This is an optimization exercise on Yosys and OpenROAD, whose aim is small area, a short achievable clock period and few clock cycles per item, not a production implementation.
RTL that was checked went through simulation tests only; none was proved equivalent to the original.

==> inputs of job 5969 <==
==> flow/design.v <==
package ssb_pkg;
    localparam int MUL_STEPS = 16;
    localparam int MAG_STEPS = 5;
    localparam logic [4:0] MAG_MULT = 5'd25;
    localparam logic [15:0] WEIGHT_RESET = 16'd6554;
endpackage
module slip_skid_ball_filter (
    input  logic        clk,
    input  logic        rst_n,
    input  logic        in_valid,
    output logic        in_ready,
    input  logic signed [15:0] lateral_accel,
    input  logic signed [15:0] vertical_accel,
    output logic        out_valid,
    input  logic        out_ready,
    output logic signed [23:0] ball_position,
    output logic [5:0]  sign_code,
    output logic [15:0] magnitude_hundredths,
    input  logic        cfg_wr_en,
    input  logic [15:0] cfg_wr_data
);
    logic        rdy_reg;                   
    logic        d_busy, d_busy_n;
    logic [4:0]  d_cnt, d_cnt_n;            
    logic        b_mul, b_mul_n;            
    logic        b_mag, b_mag_n;            
    logic [3:0]  b_cnt, b_cnt_n;
    logic        out_valid_reg, out_valid_n;
    logic        rdy_n;
    logic [15:0]        weight_reg;
    logic signed [23:0] smooth_reg;
    logic               d_neg;
    logic [15:0]        d_vload;       
    logic [15:0]        d_rem;         
    logic [22:0]        d_low;         
    logic               b_neg;         
    logic [22:0]        b_qx;
    logic               b_bit;         
    logic               b_sel_s;       
    logic signed [24:0] b_acc;
    logic               lat_s;
    logic [15:0]        lat_x;
    logic [18:0]        lat_mag10;
    logic [15:0]        vload_in;
    logic d_last, b_mul_last, b_mag_last, handoff, commit;
    logic [15:0]        st_trial, st_rem;
    logic               st_q;
    logic signed [24:0] op;
    logic signed [25:0] acc_sum;
    logic signed [24:0] acc_next;
    logic               next_bit;
    assign d_last     = d_busy && (d_cnt == 5'd23);
    assign b_mul_last = b_mul && (b_cnt == 4'(ssb_pkg::MUL_STEPS - 1));
    assign b_mag_last = b_mag && (b_cnt == 4'(ssb_pkg::MAG_STEPS - 1));
    assign handoff    = d_busy && rdy_reg;
    assign commit     = b_mul_last && !out_valid_reg;
    assign in_ready   = rdy_reg;
    always_comb
    begin
        lat_s     = lateral_accel[15];
        lat_x     = lateral_accel ^ {16{lat_s}};
        lat_mag10 = {d_low[15:0], 3'b000} + {2'b00, d_low[15:0], 1'b0}
                  + {15'd0, d_neg, 1'b0, d_neg, 1'b0};
        vload_in  = (vertical_accel <= -16'sd4096) ? vertical_accel : 16'hF000;
    end
    always_comb
    begin
        st_trial = {d_rem[14:0], d_low[22]};
        st_rem   = st_trial + (d_vload ^ {16{d_rem[15]}}) + {15'd0, d_rem[15]};
        st_q     = ~st_rem[15];
    end
    always_comb
    begin
        op = ({{2{b_neg & b_mul}}, b_qx ^ {23{b_neg}}} & {25{b_bit}})
           | ({smooth_reg[23], smooth_reg} & {25{b_sel_s}});
        acc_sum  = {b_acc[24], b_acc} + {op[24], op} + {25'd0, b_bit & b_neg};
        acc_next = acc_sum[25:1];
        if (b_mul)
            next_bit = weight_reg[b_cnt + 4'd1];
        else
            next_bit = ssb_pkg::MAG_MULT[b_cnt + 4'd1];
    end
    always_comb
    begin
        d_busy_n = d_busy;
        d_cnt_n  = d_cnt;
        if (rdy_reg)
        begin
            d_busy_n = in_valid;
            d_cnt_n  = '0;
        end
        else if (!d_last)
            d_cnt_n = d_cnt + 1'b1;
        b_mul_n = b_mul;
        b_mag_n = b_mag;
        b_cnt_n = b_cnt;
        if (handoff)
        begin
            b_mul_n = 1'b1;
            b_mag_n = 1'b0;
            b_cnt_n = '0;
        end
        else if (commit)
        begin
            b_mul_n = 1'b0;
            b_mag_n = 1'b1;
            b_cnt_n = '0;
        end
        else if (b_mag_last)
            b_mag_n = 1'b0;
        else if ((b_mul && !b_mul_last) || b_mag)
            b_cnt_n = b_cnt + 1'b1;
        if (b_mag_last)
            out_valid_n = 1'b1;
        else if (out_ready)
            out_valid_n = 1'b0;
        else
            out_valid_n = out_valid_reg;
        rdy_n = !d_busy_n
             || (d_cnt_n == 5'd23 && !b_mul_n && !b_mag_n && !out_valid_n);
    end
    always_ff @(posedge clk or negedge rst_n)
    begin
        if (!rst_n)
        begin
            rdy_reg       <= 1'b1;
            d_busy        <= 1'b0;
            d_cnt         <= '0;
            b_mul         <= 1'b0;
            b_mag         <= 1'b0;
            b_cnt         <= '0;
            out_valid_reg <= 1'b0;
            weight_reg    <= ssb_pkg::WEIGHT_RESET;
            smooth_reg    <= '0;
        end
        else
        begin
            rdy_reg       <= rdy_n;
            d_busy        <= d_busy_n;
            d_cnt         <= d_cnt_n;
            b_mul         <= b_mul_n;
            b_mag         <= b_mag_n;
            b_cnt         <= b_cnt_n;
            out_valid_reg <= out_valid_n;
            if (commit)
                smooth_reg <= acc_next[23:0];
            if (cfg_wr_en)
                weight_reg <= cfg_wr_data;
        end
    end
    always_ff @(posedge clk)
    begin
        if (rdy_reg)
        begin
            d_neg   <= lat_s;
            d_vload <= vload_in;
            d_low   <= {7'd0, lat_x};
        end
        else if (d_cnt == 5'd0)
        begin
            d_rem   <= {4'd0, lat_mag10[18:7]};
            d_low   <= {lat_mag10[6:0], 16'd0};
        end
        else if (!d_last)
        begin
            d_rem <= st_rem;
            d_low <= {d_low[21:0], st_q};
        end
        if (handoff)
        begin
            b_neg <= d_neg;
            b_qx  <= {d_low[21:0], st_q};
            b_bit <= weight_reg[0];
            b_sel_s <= !weight_reg[0];
            b_acc <= {smooth_reg[23], smooth_reg} + 25'sd32768;
        end
        else if (commit)
        begin
            b_neg <= acc_next[23];
            b_qx  <= acc_next[22:0];
            b_bit <= ssb_pkg::MAG_MULT[0];
            b_sel_s <= 1'b0;
            b_acc <= '0;
        end
        else if ((b_mul && !b_mul_last) || b_mag)
        begin
            b_bit <= next_bit;
            b_sel_s <= b_mul && !next_bit;
            b_acc <= acc_next;
        end
    end
    assign out_valid            = out_valid_reg;
    assign ball_position        = smooth_reg;
    assign sign_code            = smooth_reg[23] ? 6'd45 : 6'd43;
    assign magnitude_hundredths = {2'b00, b_acc[22:9]};
endmodule
==> flow/run.sh <==
#!/bin/bash
# synth_recipe.tcl (not shown) runs the flow's synth.tcl, then flattens the netlist and writes it again
# the make line also repeats each setting of config.mk as NAME=value (left out here)
make -C /OpenROAD-flow-scripts/flow DESIGN_CONFIG=/design/flow/config.mk WORK_HOME=/design/flow/orfs CLKGATE_MAP_FILE= SYNTH_SCRIPT=/design/flow/synth_recipe.tcl finish
==> flow/config.mk <==
export PLATFORM = sky130hd
export DESIGN_NAME = slip_skid_ball_filter
export DESIGN_NICKNAME = slip_skid_ball_filter
export VERILOG_FILES = /design/flow/design.v
export SDC_FILE = /design/flow/constraint.sdc
export NUM_CORES = 4
export LEC_CHECK = 0
export CAP_MARGIN = 20
export CORE_MARGIN = 2
export CORE_UTILIZATION = 50
export SETUP_SLACK_MARGIN = 4.5
export SLEW_MARGIN = 20
==> flow/constraint.sdc <==
create_clock -name core_clock -period 8.0 [get_ports {clk}]
set_input_delay 1.6000 -clock core_clock [delete_from_list [all_inputs] [get_ports {clk}]]
set_output_delay 1.6000 -clock core_clock [all_outputs]
set_load 0.01 [all_outputs]
==> inputs of job 1998, as changes to job 5969 <==
==> flow/design.v (replaced) <==
package ssb_pkg;
    localparam int DIV_STEPS = 23;
    localparam int DIV_CNT_W = $clog2(DIV_STEPS);
    localparam int MUL_STEPS = 16;
    localparam int MAG_STEPS = 5;
    localparam logic [4:0] MAG_MULT = 5'd25;
    localparam logic [15:0] WEIGHT_RESET = 16'd6554;
endpackage
module slip_skid_ball_filter (
    input  logic        clk,
    input  logic        rst_n,
    input  logic        in_valid,
    output logic        in_ready,
    input  logic signed [15:0] lateral_accel,
    input  logic signed [15:0] vertical_accel,
    output logic        out_valid,
    input  logic        out_ready,
    output logic signed [23:0] ball_position,
    output logic [5:0]  sign_code,
    output logic [15:0] magnitude_hundredths,
    input  logic        cfg_wr_en,
    input  logic [15:0] cfg_wr_data
);
    logic                          d_busy;
    logic [4:0]                    d_cnt;       
    logic                          b_mul;       
    logic                          b_mag;       
    logic [3:0]                    b_cnt;
    logic                          out_valid_reg;
    logic [15:0]        weight_reg;
    logic signed [23:0] smooth_reg;
    logic               d_neg;
    logic [15:0]        d_vload;       
    logic [15:0]        d_rem;         
    logic [22:0]        d_low;         
    logic               b_neg;         
    logic [22:0]        b_qx;
    logic               b_bit;         
    logic signed [24:0] b_acc;
    logic               lat_s;
    logic [15:0]        lat_x;
    logic [18:0]        lat_mag10;
    logic [15:0]        vload_in;
    logic d_last, b_free, b_mul_last, b_mag_last, handoff, commit;
    logic [15:0]        st_trial, st_rem;
    logic               st_q;
    logic signed [24:0] op;
    logic signed [25:0] acc_sum;
    logic signed [24:0] acc_next;
    logic               next_bit;
    assign d_last     = d_busy && (d_cnt == 5'd23);
    assign b_mul_last = b_mul && (b_cnt == 4'(ssb_pkg::MUL_STEPS - 1));
    assign b_mag_last = b_mag && (b_cnt == 4'(ssb_pkg::MAG_STEPS - 1));
    assign b_free     = !(b_mul || b_mag) && !out_valid_reg;
    assign handoff    = d_last && b_free;
    assign commit     = b_mul_last && !out_valid_reg;
    assign in_ready   = !d_busy || handoff;
    always_comb
    begin
        lat_s     = lateral_accel[15];
        lat_x     = lateral_accel ^ {16{lat_s}};
        lat_mag10 = {d_low[15:0], 3'b000} + {2'b00, d_low[15:0], 1'b0}
                  + {15'd0, d_neg, 1'b0, d_neg, 1'b0};
        vload_in  = (vertical_accel <= -16'sd4096) ? vertical_accel : 16'hF000;
    end
    always_comb
    begin
        st_trial = {d_rem[14:0], d_low[22]};
        st_rem   = st_trial + (d_vload ^ {16{d_rem[15]}}) + {15'd0, d_rem[15]};
        st_q     = ~st_rem[15];
    end
    always_comb
    begin
        if (b_bit)
            op = {{2{b_neg & b_mul}}, b_qx ^ {23{b_neg}}};
        else if (b_mul)
            op = {smooth_reg[23], smooth_reg};
        else
            op = '0;
        acc_sum  = {b_acc[24], b_acc} + {op[24], op} + {25'd0, b_bit & b_neg};
        acc_next = acc_sum[25:1];
        if (b_mul)
            next_bit = weight_reg[b_cnt + 4'd1];
        else
            next_bit = ssb_pkg::MAG_MULT[b_cnt + 4'd1];
    end
    always_ff @(posedge clk or negedge rst_n)
    begin
        if (!rst_n)
        begin
            d_busy        <= 1'b0;
            d_cnt         <= '0;
            b_mul         <= 1'b0;
            b_mag         <= 1'b0;
            b_cnt         <= '0;
            out_valid_reg <= 1'b0;
            weight_reg    <= ssb_pkg::WEIGHT_RESET;
            smooth_reg    <= '0;
        end
        else
        begin
            if (in_ready)
            begin
                d_busy <= in_valid;
                d_cnt  <= '0;
            end
            else if (!d_last)
                d_cnt <= d_cnt + 1'b1;
            if (handoff)
            begin
                b_mul <= 1'b1;
                b_mag <= 1'b0;
                b_cnt <= '0;
            end
            else if (commit)
            begin
                b_mul <= 1'b0;
                b_mag <= 1'b1;
                b_cnt <= '0;
            end
            else if (b_mag_last)
                b_mag <= 1'b0;
            else if ((b_mul && !b_mul_last) || b_mag)
                b_cnt <= b_cnt + 1'b1;
            if (commit)
                smooth_reg <= acc_next[23:0];
            if (b_mag_last)
                out_valid_reg <= 1'b1;
            else if (out_ready)
                out_valid_reg <= 1'b0;
            if (cfg_wr_en)
                weight_reg <= cfg_wr_data;
        end
    end
    always_ff @(posedge clk)
    begin
        if (in_ready)
        begin
            d_neg   <= lat_s;
            d_vload <= vload_in;
            d_low   <= {7'd0, lat_x};
        end
        else if (d_busy && d_cnt == 5'd0)
        begin
            d_rem   <= {4'd0, lat_mag10[18:7]};
            d_low   <= {lat_mag10[6:0], 16'd0};
        end
        else if (d_busy && !(d_last && !handoff))
        begin
            d_rem <= st_rem;
            d_low <= {d_low[21:0], st_q};
        end
        if (handoff)
        begin
            b_neg <= d_neg;
            b_qx  <= {d_low[21:0], st_q};
            b_bit <= weight_reg[0];
            b_acc <= {smooth_reg[23], smooth_reg} + 25'sd32768;
        end
        else if (commit)
        begin
            b_neg <= acc_next[23];
            b_qx  <= acc_next[22:0];
            b_bit <= ssb_pkg::MAG_MULT[0];
            b_acc <= '0;
        end
        else if ((b_mul && !b_mul_last) || b_mag)
        begin
            b_bit <= next_bit;
            b_acc <= acc_next;
        end
    end
    assign out_valid            = out_valid_reg;
    assign ball_position        = smooth_reg;
    assign sign_code            = smooth_reg[23] ? 6'd45 : 6'd43;
    assign magnitude_hundredths = {2'b00, b_acc[22:9]};
endmodule
CORE_UTILIZATION = 40   (was 50)
SETUP_SLACK_MARGIN = not set   (was 4.5)
==> inputs of job 9469, as changes to job 5969 <==
--- a/flow/design.v
+++ b/flow/design.v
@@ -37,5 +37,4 @@
     logic [22:0]        b_qx;
     logic               b_bit;         
-    logic               b_sel_s;       
     logic signed [24:0] b_acc;
     logic               lat_s;
@@ -72,6 +71,10 @@
     always_comb
     begin
-        op = ({{2{b_neg & b_mul}}, b_qx ^ {23{b_neg}}} & {25{b_bit}})
-           | ({smooth_reg[23], smooth_reg} & {25{b_sel_s}});
+        if (b_bit)
+            op = {{2{b_neg & b_mul}}, b_qx ^ {23{b_neg}}};
+        else if (b_mul)
+            op = {smooth_reg[23], smooth_reg};
+        else
+            op = '0;
         acc_sum  = {b_acc[24], b_acc} + {op[24], op} + {25'd0, b_bit & b_neg};
         acc_next = acc_sum[25:1];
@@ -172,5 +175,4 @@
             b_qx  <= {d_low[21:0], st_q};
             b_bit <= weight_reg[0];
-            b_sel_s <= !weight_reg[0];
             b_acc <= {smooth_reg[23], smooth_reg} + 25'sd32768;
         end
@@ -180,5 +182,4 @@
             b_qx  <= acc_next[22:0];
             b_bit <= ssb_pkg::MAG_MULT[0];
-            b_sel_s <= 1'b0;
             b_acc <= '0;
         end
@@ -186,5 +187,4 @@
         begin
             b_bit <= next_bit;
-            b_sel_s <= b_mul && !next_bit;
             b_acc <= acc_next;
         end
CORE_UTILIZATION = 40   (was 50)
CTS_BUF_LIST = sky130_fd_sc_hd__clkbuf_4 sky130_fd_sc_hd__clkbuf_8   (was not set)
SETUP_SLACK_MARGIN = 5.0   (was 4.5)
==> flow_results.org <==
** Route
- Average wire per standard cell :: ~18 um
- Met2 Wirelength :: approximately 13 mm

** Layout
- After layout, the inverter instance count without clock inverters stands at 26.
- Number of flip-flops and latches :: 159
- In the final layout, the share of cells above drive strength 1 is under 10%.
- Cells fill roughly 47% of the core in the end.

** Global routing
- Global routing used around a quarter of the available met1 tracks.

** Floorplanning
- Die footprint :: ~28000 um^2

** Yosys
- For this run, the register share of the synthesized area comes to a little over two fifths.
- Of the total synthesized cell area, the portion taken by full adders, half adders and majority gates is about a tenth.
- Synthesis produced a netlist whose cell count is 1068.
- The synthesized netlist devotes 9.190% of its cell area to XOR and XNOR gates.
- Of the post-synthesis cell area, the dominant cell type holds 28.10%.
- The average instance in the mapped netlist occupies 9.905 um^2.

** Critical path
- The endpoint identified for the worst register-to-register timing path is b_neg.

** Status
- The flow ran to the end and the layout has no timing, DRC or antenna violations.
That was job 1998.
==> flow_results.org <==
** Yosys
- Summing the areas of all xor and xnor instances in the mapped netlist gives 9.527% of the synthesized area.
- The synthesized design devotes to its leading area cell type between 20% and 30% of total area.
- Average footprint of a synthesized cell :: ~9.6 um^2
- Number of distinct library cells after synthesis :: 71
- Adder and majority cell fraction of the synthesized area :: under 10%
- Synthesis handed over a netlist of 1111 instances.

** Layout
- Non-clock inverters in the final layout number 17.
- The design has about 160 sequential cells.
- Layout cells sized above 1 :: around 8.9%
- Cells fill between 50% and 60% of the core in the end.
- Clock buffers :: 20

** Status
- The flow ran to the end and the layout has no timing, DRC or antenna violations.

** Floorplanning
- Die footprint :: 22510 um^2

** Route
- Met2 Wirelength :: between 10 and 15 mm

** Critical path
- Endpoint of the worst-slack reg-to-reg timing path :: b_acc[23]
That was job 5969.
==> flow_results.org <==
** Status
- Status :: timing/DRC/antenna clean

** Critical path
- Endpoint of the worst-slack reg-to-reg timing path :: b_qx[22]

** Global routing
- Met1 Usage GRT :: about 27%

** Yosys
- After synthesis, the largest area contributor takes up a little over a quarter of total cell area.
- Average footprint of a synthesized cell :: around 9.5 um^2
- Of the total synthesized cell area, the portion taken by XOR and XNOR cells is 7.919%.

** Floorplanning
- The floorplan step defined a die boundary enclosing around 29000 um^2.

** Layout
- Of the cells placed in the final design, the portion with a size suffix greater than 1 is 22.09%.

** Route
- Wire segments on met2 add up to roughly 15 mm in the final route.
That was job 9469.
Testbench counts of job 9469, summed over its fixed seeds: cycles 115,752, items 4,800.
Only the layout flow was run in job 1998; the RTL was not checked for function there.

## separate check: timing with driven ports
In the flow no input, the clock included, has a driving cell. The finished layouts below were timed again as built, in two steps. Step 1, drivers: a clkbuf_16 drives clk and a buf_2 each remaining input, both assumed. Step 2 times the ports against the registers' clock, not the clock port: input delays grow and output delays shrink by t, the midpoint of the rising clock arrivals with the driver on. Three values: no drivers, after step 1, after step 2; two values: the first two.
| run | shift t [ns] | setup WS [ns] | hold WS [ns] | worst register clock-pin slew, ns | pins driven straight from the clock port |
|---|---|---|---|---|---|
| job 5969 | 0.478 | 4.599 / 4.553 / 4.560 | 0.487 / 0.487 / 0.487 | 0.07 / 0.07 | 1 |
| job 1998 | 0.472 | 2.955 / 2.907 / 3.379 | 0.491 / 0.491 / 0.491 | 0.07 / 0.07 | 1 |
| job 9469 | 0.497 | 4.699 / 4.699 / 4.627 | 0.484 / 0.484 / 0.484 | 0.11 / 0.11 | 1 |
After both steps every run listed still meets setup and hold. For job 9469, which loses most, drivers alone change the setup slack by 0.000 ns; drivers and shift together by -0.072 ns.
